What follows belongs to an exercise in optimizing a design on an open flow for small area; a production flow would make more cautious choices.
No functional check of the RTL was part of any run shown here.
Power is estimated from default activity; no workload was simulated.

### config.mk
export PLATFORM = sky130hd
export DESIGN_NAME = pifo_top
export DESIGN_NICKNAME = pifo_top
export VERILOG_FILES = /design/flow/design.v
export SDC_FILE = /design/flow/constraint.sdc
export NUM_CORES = 4
export LEC_CHECK = 0
export ABC_AREA = 1
export CAP_MARGIN = 20
export CORE_MARGIN = 2
export CORE_UTILIZATION = 40
export SLEW_MARGIN = 20
### constraint.sdc
create_clock -name core_clock -period 12.0 [get_ports {i_clk}]
set_input_delay 2.4000 -clock core_clock [delete_from_list [all_inputs] [get_ports {i_clk}]]
set_output_delay 2.4000 -clock core_clock [all_outputs]
set_load 0.01 [all_outputs]
### design.v
package pifo_geom_pkg;
    localparam int NUM_RINGS = 28;
    localparam int RING_LEN  = 3;
    localparam int NUM_SLOTS = NUM_RINGS * RING_LEN;    
    localparam int CAPACITY  = 84;
    localparam int OCC_W     = 7;
endpackage
package pifo_node_pkg;
    localparam int PRIO_W  = 12;
    localparam int TAG_W   = 4;                  
    localparam int ENTRY_W = TAG_W + PRIO_W;     
    localparam int HALF_W  = 8;
    localparam int WIN_W   = 6;
    localparam logic [2*HALF_W-1:0] INV_MASK = 16'hCCCC;
    localparam logic [ENTRY_W-1:0] EMPTY_ENTRY = 16'h0FFF;
endpackage
`timescale 1ns/10ps
module pifo_min_select
(
    input  logic i_cand,
    input  logic i_b1_n,
    input  logic i_b0_n,
    input  logic i_z1_n,
    input  logic i_z0_n,
    output logic o_t0x_n,
    output logic o_t00_n,
    output logic o_t10_n,
    output logic o_cand_n
);
    assign o_t0x_n  = ~(i_cand & i_b1_n);
    assign o_t00_n  = ~(i_cand & i_b1_n & i_b0_n);
    assign o_t10_n  = ~(i_cand & ~i_b1_n & i_b0_n);
    assign o_cand_n = ~(i_cand & (i_b1_n | i_z1_n) & (i_b0_n | i_z0_n));
endmodule
`timescale 1ns/10ps
module pifo_level_engine
(
    input  logic i_cand_n,
    input  logic i_b1,
    input  logic i_b0,
    input  logic i_z1,
    input  logic i_z0,
    output logic o_t0x,
    output logic o_t00,
    output logic o_t10,
    output logic o_cand
);
    assign o_t0x  = ~(i_cand_n | i_b1);
    assign o_t00  = ~(i_cand_n | i_b1 | i_b0);
    assign o_t10  = ~(i_cand_n | ~i_b1 | i_b0);
    assign o_cand = ~(i_cand_n | (i_b1 & i_z1) | (i_b0 & i_z0));
endmodule
`timescale 1ns/10ps
import pifo_geom_pkg::*;
import pifo_node_pkg::*;
module pifo_top
(
    input  logic               i_clk,
    input  logic               i_arst_n,
    input  logic               i_push,
    input  logic [ENTRY_W-1:0] i_push_data,
    input  logic               i_pop,
    output logic               o_pop_valid,
    output logic [ENTRY_W-1:0] o_pop_data
);
    localparam int NS = NUM_SLOTS;
    logic [2*HALF_W-1:0] slot_q [NS];    
    logic [NS-1:0]       valid_q;
    logic [NS-1:0]       cand_q;         
    logic [ENTRY_W-1:0]  pend_q;         
    logic                pend_v_q;
    logic                pend_c_q;       
    logic                pcmp_q;         
    logic [PRIO_W-1:0]   min_prio_q;
    logic [OCC_W-1:0]    occ_q;
    logic                phase_q;
    logic                pop_q;          
    logic                empty_q;        
    logic                wait_q;         
    logic                run2_q;         
    logic push_acc;
    logic pop_cmd;
    assign push_acc = i_push && !i_pop && (occ_q != OCC_W'(CAPACITY));
    assign pop_cmd  = i_pop && !i_push;
    always_ff @(posedge i_clk or negedge i_arst_n) begin
        if (!i_arst_n) begin
            occ_q       <= '0;
            pop_q       <= 1'b0;
            o_pop_valid <= 1'b0;
            pcmp_q      <= 1'b0;
            phase_q     <= 1'b0;
            wait_q      <= 1'b0;
            run2_q      <= 1'b0;
        end else begin
            if (push_acc) begin
                occ_q <= occ_q + 1'b1;
            end else if (pop_cmd && occ_q != '0) begin
                occ_q <= occ_q - 1'b1;
            end
            pop_q       <= pop_cmd;
            o_pop_valid <= pop_q;
            pcmp_q      <= push_acc;
            phase_q     <= !phase_q;
            wait_q      <= pop_q && phase_q;
            run2_q      <= search_start;
        end
    end
    always_ff @(posedge i_clk) begin
        empty_q <= (occ_q == '0);
        if (push_acc) begin
            pend_q <= i_push_data;
        end
    end
    logic [NUM_RINGS-1:0] ring_ins;
    logic                 ins_any;
    logic                 new_min;
    logic [2*HALF_W-1:0]  pend_word;
    always_comb begin
        logic taken;
        taken = 1'b0;
        for (int r = 0; r < NUM_RINGS; r++) begin
            ring_ins[r] = pend_v_q && !valid_q[r*RING_LEN + RING_LEN-1] && !taken;
            taken       = taken || !valid_q[r*RING_LEN + RING_LEN-1];
        end
        ins_any = pend_v_q && taken;
    end
    assign new_min = pcmp_q && (pend_q[PRIO_W-1:0] < min_prio_q);
    assign pend_word = INV_MASK ^ (phase_q ?
        {pend_q[11:6], pend_q[15:14], pend_q[5:0], pend_q[13:12]} :
        {pend_q[5:0], pend_q[13:12], pend_q[11:6], pend_q[15:14]});
    always_ff @(posedge i_clk or negedge i_arst_n) begin
        if (!i_arst_n) begin
            pend_v_q <= 1'b0;
        end else begin
            pend_v_q <= push_acc || (pend_v_q && !ins_any);
        end
    end
    always_ff @(posedge i_clk) begin
        if (pcmp_q) begin
            pend_c_q <= new_min;
        end
    end
    logic              search_start;
    logic              searching;
    logic [WIN_W-1:0]  z;
    logic [NS-1:0]     s_res;
    logic [NS-1:0]     s_keep;
    assign search_start = !phase_q && (pop_q || wait_q);
    assign searching    = search_start || run2_q;
    logic [NS-1:0] c_step [4];           
    logic [NS-1:0] t0x [3];
    logic [NS-1:0] t00 [3];
    logic [NS-1:0] t10 [3];
    always_comb begin
        for (int s = 0; s < NS; s++) begin
            c_step[3][s] = search_start ? (valid_q[s] && !cand_q[s]) : cand_q[s];
        end
    end
    for (genvar p = 0; p < 3; p++) begin : g_step
        logic z1, z0;
        if (p % 2 == 0) begin : g_y
            assign z1 = searching && !(&t0x[p]);
            assign z0 = searching && (z1 ? !(&t00[p]) : !(&t10[p]));
            for (genvar s = 0; s < NS; s++) begin : g_slot
                pifo_min_select u_bits (
                    .i_cand   (c_step[p+1][s]),
                    .i_b1_n   (slot_q[s][2*HALF_W-WIN_W+2*p+1]),
                    .i_b0_n   (slot_q[s][2*HALF_W-WIN_W+2*p]),
                    .i_z1_n   (!z1),
                    .i_z0_n   (!z0),
                    .o_t0x_n  (t0x[p][s]),
                    .o_t00_n  (t00[p][s]),
                    .o_t10_n  (t10[p][s]),
                    .o_cand_n (c_step[p][s])
                );
            end
        end else begin : g_x
            assign z1 = searching && (|t0x[p]);
            assign z0 = searching && (z1 ? (|t00[p]) : (|t10[p]));
            for (genvar s = 0; s < NS; s++) begin : g_slot
                pifo_level_engine u_bits (
                    .i_cand_n (c_step[p+1][s]),
                    .i_b1     (slot_q[s][2*HALF_W-WIN_W+2*p+1]),
                    .i_b0     (slot_q[s][2*HALF_W-WIN_W+2*p]),
                    .i_z1     (z1),
                    .i_z0     (z0),
                    .o_t0x    (t0x[p][s]),
                    .o_t00    (t00[p][s]),
                    .o_t10    (t10[p][s]),
                    .o_cand   (c_step[p][s])
                );
            end
        end
        assign z[2*p+1] = z1;
        assign z[2*p]   = z0;
    end
    assign s_res = ~c_step[0];
    localparam int GRP = 12;
    localparam int NG  = NS / GRP;
    logic [NG-1:0] g_any;
    always_comb begin
        logic seen;
        for (int g = 0; g < NG; g++) begin
            g_any[g] = |s_res[g*GRP +: GRP];
        end
        seen = 1'b0;
        for (int g = 0; g < NG; g++) begin
            logic in_seen;
            in_seen = seen;
            for (int i = 0; i < GRP; i++) begin
                s_keep[g*GRP+i] = !(run2_q && in_seen) && !new_min;
                in_seen         = in_seen || s_res[g*GRP+i];
            end
            seen = seen || g_any[g];
        end
    end
    always_ff @(posedge i_clk or negedge i_arst_n) begin
        if (!i_arst_n) begin
            min_prio_q <= '1;
        end else begin
            if (search_start) begin
                min_prio_q[11:6] <= ~z;
            end else if (run2_q) begin
                min_prio_q[5:0] <= ~z;
            end else if (new_min) begin
                min_prio_q <= pend_q[PRIO_W-1:0];
            end
        end
    end
    always_ff @(posedge i_clk or negedge i_arst_n) begin
        if (!i_arst_n) begin
            valid_q <= '0;
        end else begin
            for (int r = 0; r < NUM_RINGS; r++) begin
                for (int k = 0; k < RING_LEN; k++) begin
                    int s, src;
                    s   = r*RING_LEN + k;
                    src = (k == 0) ? r*RING_LEN + RING_LEN-1 : s - 1;
                    if (k == 0 && ring_ins[r]) begin
                        valid_q[s] <= 1'b1;
                    end else begin
                        valid_q[s] <= valid_q[src] && !(pop_q && cand_q[src]);
                    end
                end
            end
        end
    end
    always_ff @(posedge i_clk) begin
        for (int r = 0; r < NUM_RINGS; r++) begin
            for (int k = 0; k < RING_LEN; k++) begin
                int s, src;
                s   = r*RING_LEN + k;
                src = (k == 0) ? r*RING_LEN + RING_LEN-1 : s - 1;
                if (k == 0 && ring_ins[r]) begin
                    slot_q[s] <= pend_word;
                    cand_q[s] <= pcmp_q ? new_min : pend_c_q;
                end else begin
                    slot_q[s] <= {slot_q[src][HALF_W-1:0], slot_q[src][2*HALF_W-1:HALF_W]};
                    cand_q[s] <= s_res[src] && s_keep[src];
                end
            end
        end
    end
    logic [1:0] tag_up;
    logic [1:0] tag_lo;
    always_comb begin
        tag_up = '0;
        tag_lo = '0;
        for (int s = 0; s < NS; s++) begin
            tag_up = tag_up | ({2{cand_q[s]}} & slot_q[s][HALF_W+1:HALF_W]);
            tag_lo = tag_lo | ({2{cand_q[s]}} & slot_q[s][1:0]);
        end
    end
    always_ff @(posedge i_clk) begin
        if (pop_q) begin
            if (empty_q) begin
                o_pop_data <= EMPTY_ENTRY;
            end else begin
                o_pop_data <= {(phase_q ? {tag_lo, tag_up} : {tag_up, tag_lo}), min_prio_q};
            end
        end
    end
endmodule
### run.sh
#!/bin/bash
# synth_recipe.tcl (not shown) runs the flow's synth.tcl, then flattens the netlist and writes it again
# the make line also repeats each setting of config.mk as NAME=value (left out here)
make -C /OpenROAD-flow-scripts/flow DESIGN_CONFIG=/design/flow/config.mk WORK_HOME=/design/flow/orfs CLKGATE_MAP_FILE= SYNTH_SCRIPT=/design/flow/synth_recipe.tcl finish
==> reports/metrics.cfg, run 1 <==
[clock_tree]
clk_pin_slew_ps = 60
cts_buffer_depth = 3
cts-buffers-inserted = 164
cts_resized = 0
worstSkewPairLatency_ps = 820
clock_sinks = 1572
cts_hold_buf = 0
htree_levels = 4
post_cts_buffers = 0
cts_tree = built
clock-root-buffer = clkbuf_16

[global_route]
antenna_found_initial = 4
grt_pass1_vias = 45065
grt_pass1_wl_um = 327000
grt-ovfl-total = 0
grt_max_degree = 117
top_usage_layer = met1
use_met3_pct = 6.58
gr-usage-met2_pct = 40.6
grt.total_usage_pct = 30.9
met1_usage_pct = 46.8

[critical_path]
worstReg2RegStart = pop_q$_DFF_PN0_
r2r_slack_ps = 440
cp_max_fo = 84
setup.worst_path.start = pop_q$_DFF_PN0_
worst_path_largest_cell_delay_ps = 630
timing.rr.end = cand_q[51]$_DFF_P_
endpoint_kind = flip-flop
cp.arrival_ps = 12310
crit_top_cell = nand2_1
start_kind = flip-flop
crit_type = reg2reg
reg2regPathDepth = 49
crit_slowest_cell = nor2_1
required_ps = 12750

[final_layout]
area_delta_synth_final_pct = 14.2
finalNonFillerCells = 9223
drive_gt1_share_pct = 6.55
layout.nets = 7220
final_cell_area_um2 = 66100

[yosys]
synth_seq_cells = 1572
seq_area_frac_synth_pct = 55.9
syn_area_um2 = 57900
synth-main-ff-cell = dfxtp_1
synth_common_cells = 1767 x nand2_1, 1430 x dfxtp_1, 801 x inv_1
yosysMostFrequentCell = nand2_1
synth-edff-count = 32
synth_cell_types = 57
synth-warning-count = 258
synth.avg_cell_area_um2 = 8.09
yosys-top-cells-area = dfxtp_1 49%, nand2_1 11%, o21ai_0 5.9%
post-synth-top-area-cell = dfxtp_1
synth.top_cell.area_share_pct = 49.5
async_flop_share_pct = 7.00
syn-instance-count = 7154
syn-num-nets = 7191

[status]
status = finished clean

[timing]
fin_crit_sh_pct = 96.3
finalSetupViolCount = 0
max_freq_ghz = 0.0865
hold_viol = 0
rsz0062_at_grt = false
slew_headroom_pct = 25.2
finalSetupTns_ps = 0
whs_ps = 304
tightest_slew_ps = 1120
finalMaxSlewViolations = 0
period_minus_slack_ps = 11560
finClkSkew_ps = 27.5

[power_and_ir_drop]
ir_drop_mv = 0.276
powerDensity_nw_per_um2 = 236
power_leakage_uw = 0.0296

[routing]
firstDrtPassIters = 17
drt_iter0_markers = 6855
vias_per_cell = 5.47
wl_per_cell_um = 25.2
detail-route-antenna-nets = 0
drc_errors = 0
drt_wl_total_um = 233000
num_vias = 50414

[placed_design]
io_buffers = 36
postPlaceCellArea_um2 = 60500
gp_congestion = 1.08
dp.cells = 8920
place_hpwl_um = 180000

[job]
cap_violations = 0

[floorplan]
die_w_um = 384
start_util_pct = 40.3
fp.dieH_um = 384
ios = 37
core_um2 = 144000
row_count = 139
die-area_um2 = 148000

[worst_hold_path]
holdPathStages = 0
hold_start = slot_q[1][85]$_DFF_P_
min_to = slot_q[1][109]$_DFF_P_
hold_path_class = reg2reg

-- placed cells by master, fill, tap and decap left out, types with 14 or more instances in the layout --
cell	synthesis	layout
buf_4	15	98
o21ai_0	682	676
nand2_1	1767	1764
clkbuf_1	170	27
nand4_1	503	503
a211oi_1	23	23
inv_2	13	14
o22ai_1	16	16
o21bai_1	69	69
clkdlybuf4s50_1	0	35
clkinv_2	0	30
dfrtp_1	98	96
nor4_1	20	15
or2_2	16	16
a221oi_1	14	14
inv_1	801	799
dfxtp_1	1430	1430
o21ai_1	69	59
edfxtp_1	32	32
a22o_1	14	14
clkbuf_8	0	35
nor2_1	468	468
a21oi_1	101	101
nand3_1	559	558
clkbuf_16	0	170
nor3_1	20	19
o221ai_1	17	17
ha_1	16	16
-- cell families (layout without fill, tap and decap cells) --
group,after synthesis,after routing,share of synthesized area [%]
compound gates,1052,1052,10.1
mux,13,13,0.227
flops,1572,1572,55.9
xor+xnor,5,5,0.0756
other cells,0,2,0
buf+inv,1101,1265,7.50
fa+ha+maj,17,17,0.380
simple gates,3394,3394,25.8
-- final cells by class --
cell class                      instances  area [um2]
Sequential cell                      1572       32400
Multi-Input combinational cell       4481       21400
Clock inverter                         69         796
Timing Repair Buffer                  143        1290
Tap cell                             1903        2380
Clock buffer                          232        4840
Antenna cell                            2        5.00
Fill cell                           14329       77500
Inverter                              821        3090
-- worst max-delay path, delay by kind of cell (launching register included) --
| kind | cells | cell delay (ps) |
|---|---|---|
| AO/OA/AOI/OAI | 5 | 1390 |
| flip-flops | 1 | 420 |
| AND/OR/NAND/NOR | 38 | 8130 |
| buffers and inverters | 6 | 1320 |
-- routing by layer --
layer  vias up  share of wire [%]
met2      2544                 38
li1      23678                  -
met4         0                5.5
met5         -                  0
met1     23804                 47
met3       388                9.8
-- where the power goes --
part / internal [uW] / leakage [uW] / total (uW) / switching (uW)
Combinational: 1010 / 0.0135 / 4270 / 3260
Clock: 3030 / 0.00276 / 5240 / 2210
Sequential: 5710 / 0.0134 / 6120 / 406
Total: 9760 / 0.0296 / 15600 / 5880
-- worst max-delay path by stage --
stage | cells past startpoint | to | slack [ps]
2_1_floorplan | 52 | cand_q[82]$_DFF_P_ | 5620
3_5_place_dp | 49 | cand_q[51]$_DFF_P_ | 830
5_1_grt | 52 | cand_q[83]$_DFF_P_ | 240
6_report | 49 | cand_q[51]$_DFF_P_ | 440
4_1_cts | 49 | cand_q[51]$_DFF_P_ | 770
3_3_place_gp | 49 | cand_q[58]$_DFF_P_ | 730
-- registers in the layout (all words and copies together), names as in the netlist, 7 cells and up --
signal / flops
occ_q: 7
min_prio_q: 12
cand_q: 84
pend_q: 16
o_pop_data: 16
slot_q: 1344
valid_q: 84
-- through the flow --
step | util, % | setup slack, ps | power (uW)
after global routing | 46.0 | 236 | 16200
after CTS | 46.0 | 767 | 15500
final | 46.0 | 441 | 15600
after detailed placement | 42.1 | 831 | 10300
after global placement | 42.1 | 727 | 10300
after floorplan | - | 5620 | 8710
==> run 2: changes to the inputs <==
--- a/config.mk
+++ b/config.mk
@@ -11,2 +11,4 @@
 export CORE_UTILIZATION = 40
 export SLEW_MARGIN = 20
+export SYNTH_HIERARCHICAL = 1
+export SYNTH_MINIMUM_KEEP_SIZE = 0
==> run 2 against run 1 <==
  * Register-to-register slack improved by 60 ps
  * Critical path depth grew 5
  * Power is 13% lower
  * Worst setup slack gained 62 ps
  * Clock-buffer cell count shrank 8
  * Critical path type unchanged
  * Critical endpoint is now cand_q[57]$_DFF_P_
  * Highest routed layer is now met5
==> reports/metrics.cfg, run 2 <==
[timing]
max_freq_ghz = 0.0870
finalMaxSlewViolations = 0
finalSetupViolCount = 0
period_minus_slack_ps = 11500
hold_viol = 0
fin_crit_sh_pct = 95.8
rsz0062_at_grt = false
finClkSkew_ps = 34.9
fin_ws_ps = 503
tightest_slew_ps = 1170
slew_headroom_pct = 21.3
finalSetupTns_ps = 0

[yosys]
yosysMostFrequentCell = nand2_1
post-synth-top-area-cell = dfxtp_1
synth.avg_cell_area_um2 = 8.12
async_flop_share_pct = 7.00
synth-edff-count = 32
synth-warning-count = 264
synth.top_cell.area_share_pct = 51.0
syn-num-nets = 6950
synth-main-ff-cell = dfxtp_1
seq_area_frac_synth_pct = 57.6
syn_area_um2 = 56100
synth_seq_cells = 1572
synth_common_cells = 1704 x nand2_1, 1430 x dfxtp_1, 1064 x inv_1
syn-instance-count = 6913
synth_cell_types = 58
yosys-top-cells-area = dfxtp_1 51%, nand2_1 11%, inv_1 7.1%

[power_and_ir_drop]
clockPowerShare_pct = 36.8
power.switching_uw = 4360
power.internal_uw = 9320
p_seq_share_pct = 43.2
ir_drop_mv = 0.262
power_leakage_uw = 0.0291
switching_share_pct = 31.9
combPwrFrac_pct = 20.0
powerDensity_nw_per_um2 = 212

[floorplan]
row_count = 137
die_w_um = 379
core_um2 = 139000
start_util_pct = 40.3
ios = 37
fp.dieH_um = 379
die-area_um2 = 143000

[worst_hold_path]
hold_path_class = reg2reg
holdPathStages = 0
hold_start = slot_q[31][2]$_DFF_P_

[clock_tree]
htree_levels = 4
clock_sinks = 1572
post_cts_buffers = 0
cts_tree = built
clk_pin_slew_ps = 60
cts-buffers-inserted = 155
cts_buffer_depth = 3
clock-root-buffer = clkbuf_16
worstSkewPairLatency_ps = 800
cts_hold_buf = 0

[critical_path]
endpoint_kind = flip-flop
worstReg2RegStart = pop_q$_DFF_PN0_
worst_path_largest_cell_delay_ps = 830
cp_max_fo = 52
crit_top_cell = nand2_1
required_ps = 12700
setup.worst_path.start = pop_q$_DFF_PN0_
crit_slowest_cell = nor4_2
reg2regPathDepth = 54
cp.arrival_ps = 12200
start_kind = flip-flop
crit_type = reg2reg

[final_layout]
top_register = slot_q
layout_common_cells = 1701 x nand2_1, 1430 x dfxtp_1, 1058 x inv_1, 656 x nand3_1, 544 x o21ai_0
largest_registers = slot_q: 1344 flops, cand_q: 84 flops, valid_q: 84 flops
layout.nets = 7049
largest_reg_flops = 1344
n_fill_cell = 13511
area_delta_synth_final_pct = 14.8
final_common_cell = nand2_1
drive_gt1_share_pct = 6.16

[routing]
wl_per_cell_um = 20.5
drt_wl_total_um = 185000
vias_per_cell = 5.13
drt_iter0_markers = 4543
firstDrtPassIters = 7
drc_errors = 0
num_vias = 46263
detail-route-antenna-nets = 0

[global_route]
grt-ovfl-total = 0
grt.total_usage_pct = 25.6
grt_pass1_vias = 43114
grt_max_degree = 64
antenna_found_initial = 5
grt_pass1_wl_um = 275000

[status]
status = finished clean

[placed_design]
gp_congestion = 1.00
place_ws_ps = 495
place_hpwl_um = 132000
io_buffers = 36

[job]
cap_violations = 0

[run 2: metrics by stage]
step                instance area [um2]  utilization (%)  hold WS (ps)  power (uW)  instances
floorplan                         56100                -           310        7620       6913
global placement                  59000             42.4           310        8660       8726
detailed placement                59100             42.4           312        8680       8729
CTS                               64400             46.2           300       13700       9014
global route                      64500             46.2           316       14300       9016
finish                            64500             46.2           301       13700       9017
[run 2: power by group through the flow]
stage / combinational [uW] / clock (uW) / sequential [uW]
floorplan: 1730 / 0 / 5890
global placement: 2650 / 0 / 6010
detailed placement: 2670 / 0 / 6010
CTS: 2680 / 5090 / 5900
global route: 3000 / 5310 / 5940
finish: 2740 / 5030 / 5910
[run 2: what timing repair did]
action	in CTS	in global routing
hold endpoints to repair	0	0
endpoints found under the setup margin	0	32
gates resized for setup	0	7
[run 2: kinds of logic after synthesis]
kind of cell | synth area share (%)
AO/OA/AOI/OAI | 8.27
XOR/XNOR | 0.0780
adder cells (fa/ha/maj) | 0.392
buffers and inverters | 8.36
flip-flops | 57.6
multiplexers | 0.0557
AND/OR/NAND/NOR | 25.2
[run 2: worst paths after layout]
check / slack [ps] / end
setup reg to reg: 500 / cand_q[57]$_DFF_P_
max in group asynchronous: 9050 / valid_q[5]$_DFF_PN0_
setup / recovery: 500 / cand_q[57]$_DFF_P_
hold / removal: 300 / slot_q[32][10]$_DFF_P_
min in group asynchronous: 1620 / o_pop_valid$_DFF_PN0_
hold reg to reg: 300 / slot_q[32][10]$_DFF_P_
[run 2: final cells by class]
type                       count  area [um2]  share of cell area [%]
timing repair buffer         109        1010                    1.57
tap                         1876        2350                    3.64
multi-input combinational   4100       19400                    30.1
inverter                    1074        4040                    6.27
clock buffer                 224        4570                    7.09
sequential                  1572       32400                    50.2
clock inverter                61         729                    1.13
antenna                        1        2.50                 0.00388
[run 2: per-layer routing]
layer	wire, um	GRT usage (%)
met1	81000	34.0
met5	13	0
met4	7690	10.4
met3	12900	4.54
met2	83200	41.2
[run 2: per-module statistics from Yosys (local to each module, per instance)]
module | copies in the design | cells | flops+latches
pifo_top | 1 | 4393 | 1572
pifo_min_select | 168 | 10 | 0
pifo_level_engine | 84 | 10 | 0
[run 2: worst max-delay path: cells and delay by family, from the launching register on]
kind                   cells  cell delay [ps]
AOI/OAI and AO/OA          5             1280
and+or+nand+nor           38             6910
DFF                        1              400
buffers and inverters     11             2670
==> run 3: changes to the inputs <==
--- a/config.mk
+++ b/config.mk
@@ -10,4 +10,5 @@
 export CORE_MARGIN = 2
 export CORE_UTILIZATION = 40
+export CTS_BUF_LIST = sky130_fd_sc_hd__clkbuf_4 sky130_fd_sc_hd__clkbuf_8
 export SLEW_MARGIN = 20
 export SYNTH_HIERARCHICAL = 1
==> run 3 against run 2 <==
  * Still clean on timing, DRC and antenna
  * Sequential power hardly changed
  * Synthesized area stayed put
  * Register-to-register slack better by 140 ps
==> reports/metrics.cfg, run 3 <==
[status]
status = finished clean

[yosys]
yosys-top-cells-area = dfxtp_1 51%, nand2_1 11%, inv_1 7.1%
syn-num-nets = 6950
synth-main-ff-cell = dfxtp_1
yosysMostFrequentCell = nand2_1
post-synth-top-area-cell = dfxtp_1
synth_cell_types = 58
synth_common_cells = 1704 x nand2_1, 1430 x dfxtp_1, 1064 x inv_1
seq_area_frac_synth_pct = 57.6
synth.avg_cell_area_um2 = 8.12
synth_seq_cells = 1572
synth.top_cell.area_share_pct = 51.0
syn-instance-count = 6913
synth-warning-count = 264
syn_area_um2 = 56100
synth-edff-count = 32
async_flop_share_pct = 7.00

[global_route]
grt_pass1_wl_um = 277000
antenna_found_initial = 8
grt.total_usage_pct = 25.7
grt_max_degree = 64
grt-ovfl-total = 0
grt_pass1_vias = 43915

[floorplan]
die-area_um2 = 143000
row_count = 137
core_um2 = 139000
ios = 37
fp.dieH_um = 379
die_w_um = 379
start_util_pct = 40.3

[routing]
num_vias = 46780
wl_per_cell_um = 20.2
drt_wl_total_um = 186000
firstDrtPassIters = 9
drt_iter0_markers = 4460
detail-route-antenna-nets = 0
vias_per_cell = 5.10
drc_errors = 0

[timing]
fin_ws_ps = 644
tightest_slew_ps = 1150
finalSetupViolCount = 0
hold_viol = 0
max_freq_ghz = 0.0881
period_minus_slack_ps = 11360
finalMaxSlewViolations = 0
fin_crit_sh_pct = 94.6
rsz0062_at_grt = false
finClkSkew_ps = 71.3
slew_headroom_pct = 23.0

[placed_design]
place_ws_ps = 495
io_buffers = 36
dp.cells = 8729
place_hpwl_um = 132000
gp_congestion = 1.00

[critical_path]
crit_type = reg2reg
crit_slowest_cell = nor4_1
cp.arrival_ps = 12210
endpoint_kind = flip-flop
crit_top_cell = nand2_1
required_ps = 12850
worst_path_largest_cell_delay_ps = 640
start_kind = flip-flop
cp_max_fo = 52

[power_and_ir_drop]
combPwrFrac_pct = 20.4
switching_share_pct = 32.7
powerDensity_nw_per_um2 = 209
power.switching_uw = 4420
power_leakage_uw = 0.0294
ir_drop_mv = 0.286
power.internal_uw = 9070
clockPowerShare_pct = 35.8
p_seq_share_pct = 43.8

[clock_tree]
cts-buffers-inserted = 241
cts_buffer_depth = 3
post_cts_buffers = 0
cts_tree = built
clock-root-buffer = clkbuf_8
worstSkewPairLatency_ps = 990
htree_levels = 4
clock_sinks = 1572
clk_pin_slew_ps = 60

[final_layout]
largest_registers = slot_q: 1344 flops, cand_q: 84 flops, valid_q: 84 flops
top_register = slot_q
n_fill_cell = 13618
area_delta_synth_final_pct = 15.0
drive_gt1_share_pct = 8.59
final_util_pct = 46.3
largest_reg_flops = 1344
final_common_cell = nand2_1
layout.nets = 7135
layout_common_cells = 1701 x nand2_1, 1430 x dfxtp_1, 1058 x inv_1, 656 x nand3_1, 544 x o21ai_0
finalNonFillerCells = 9177

[worst_hold_path]
hold_path_class = reg2reg

[job]
cap_violations = 0

-- run 3: changes by cell type in the layout (fill, tap and decap cells not counted), sizes merged --
cell / before / now
inv: 1077 / 1082
diode: 1 / 4
clkinv: 34 / 41
bufinv: 13 / 7
clkinvlp: 11 / 5
clkbuf: 224 / 381
-- run 3: repair_timing --
item | 4_1_cts | 5_1_grt
resized for setup | 0 | 7
hold buffers | 0 | 0
hold endpoints to repair | 0 | 0
setup endpoints to repair | 0 | 38
-- run 3: final timing paths --
path	slack, ps	endpoint	depth (start not counted)	start
setup / recovery	640	cand_q[42]$_DFF_P_	51	pop_q$_DFF_PN0_
hold / removal	290	slot_q[70][15]$_DFF_P_	0	slot_q[69][7]$_DFF_P_
setup reg to reg	640	cand_q[42]$_DFF_P_	51	pop_q$_DFF_PN0_
hold reg to reg	290	slot_q[70][15]$_DFF_P_	0	slot_q[69][7]$_DFF_P_
max in group asynchronous	9210	valid_q[12]$_DFF_PN0_	2	i_arst_n
min in group asynchronous	1440	o_pop_valid$_DFF_PN0_	1	i_arst_n
-- run 3: worst max-delay path, delay by kind of cell, from the launching register on --
kind | cells | cell delay (ps)
AND/OR/NAND/NOR | 35 | 6660
flip-flops | 1 | 400
buffers and inverters | 10 | 2550
AO/OA/AOI/OAI | 6 | 1470
-- run 3: per-module statistics from Yosys (local to each module, per instance) --
module | flops+latches | times used | cells | cell area, um2
pifo_top | 1572 | 1 | 4393 | 46000
pifo_level_engine | 0 | 84 | 10 | 38.8
pifo_min_select | 0 | 168 | 10 | 41.3
-- run 3: power groups by stage --
stage	Sequential (uW)	Clock, uW	Combinational [uW]
2_1_floorplan	5890	0	1730
3_3_place_gp	6010	0	2650
3_5_place_dp	6010	0	2670
4_1_cts	5900	4900	2680
5_1_grt	5940	5150	3000
6_report	5910	4830	2750
-- run 3: kinds of logic (layout without fill, tap and decap cells) --
kind of cell,after synthesis,count (layout),synth area share (%)
other cells,0,4,0
fa+ha+maj,17,17,0.392
compound gates,829,829,8.27
mux,3,3,0.0557
flops,1572,1572,57.6
buf+inv,1242,1625,8.36
simple gates,3245,3246,25.2
xor+xnor,5,5,0.0780
-- run 3: per-stage QoR --
| stage | setup TNS, ps | instance area (um2) | power (uW) | hold WS, ps |
|---|---|---|---|---|
| after floorplan | 0 | 56100 | 7620 | 310 |
| after CTS | 0 | 64500 | 13500 | 301 |
| final | 0 | 64500 | 13500 | 292 |
| after global routing | 0 | 64500 | 14100 | 295 |
| after global placement | -996 | 59000 | 8660 | 310 |
| after detailed placement | 0 | 59100 | 8680 | 312 |
-- run 3: area by class of cell --
cell class / count / area, um2 / area share (%)
Tap cell: 1876 / 2350 / 3.64
Antenna cell: 4 / 10.0 / 0.0155
Inverter: 1074 / 4040 / 6.26
Clock inverter: 61 / 583 / 0.903
Timing Repair Buffer: 109 / 1020 / 1.58
Sequential cell: 1572 / 32400 / 50.1
Multi-Input combinational cell: 4100 / 19400 / 30.1
Clock buffer: 381 / 4780 / 7.41
-- run 3: layer usage --
layer / share of wire, % / vias to the layer above / GRT usage, %
met5: 0.0081 / - / 0
met4: 4.8 / 2 / 12.4
met3: 7.1 / 438 / 4.57
met2: 44 / 1778 / 40.9
met1: 44 / 21977 / 33.9
li1: - / 22585 / -

## afterwards: timing with drivers on the ports
In the flow no input, the clock included, has a driving cell. The finished layouts below were timed again as built, in two steps. Step 1 assumes that a clkbuf_16 drives the clock port and a buf_2 every other input. Step 2 adds t to the input delays and takes it off the output delays; t is the mean of the earliest and latest rising clock arrival at the registers after step 1. Input paths then give back, and output paths get back, about the clock's delay inside the block. Three values: ideal ports, drivers, drivers and shift; two values: the first two.
run	t, ns	slack for setup (ns)	latest minus earliest clock arrival (ns)
run 1	0.879	0.441 / 0.441 / 0.441	0.029 / 0.029
run 2	0.855	0.503 / 0.503 / 0.503	0.036 / 0.036
run 3	1.038	0.644 / 0.644 / 0.644	0.075 / 0.075
After both steps every run listed still meets setup and hold.
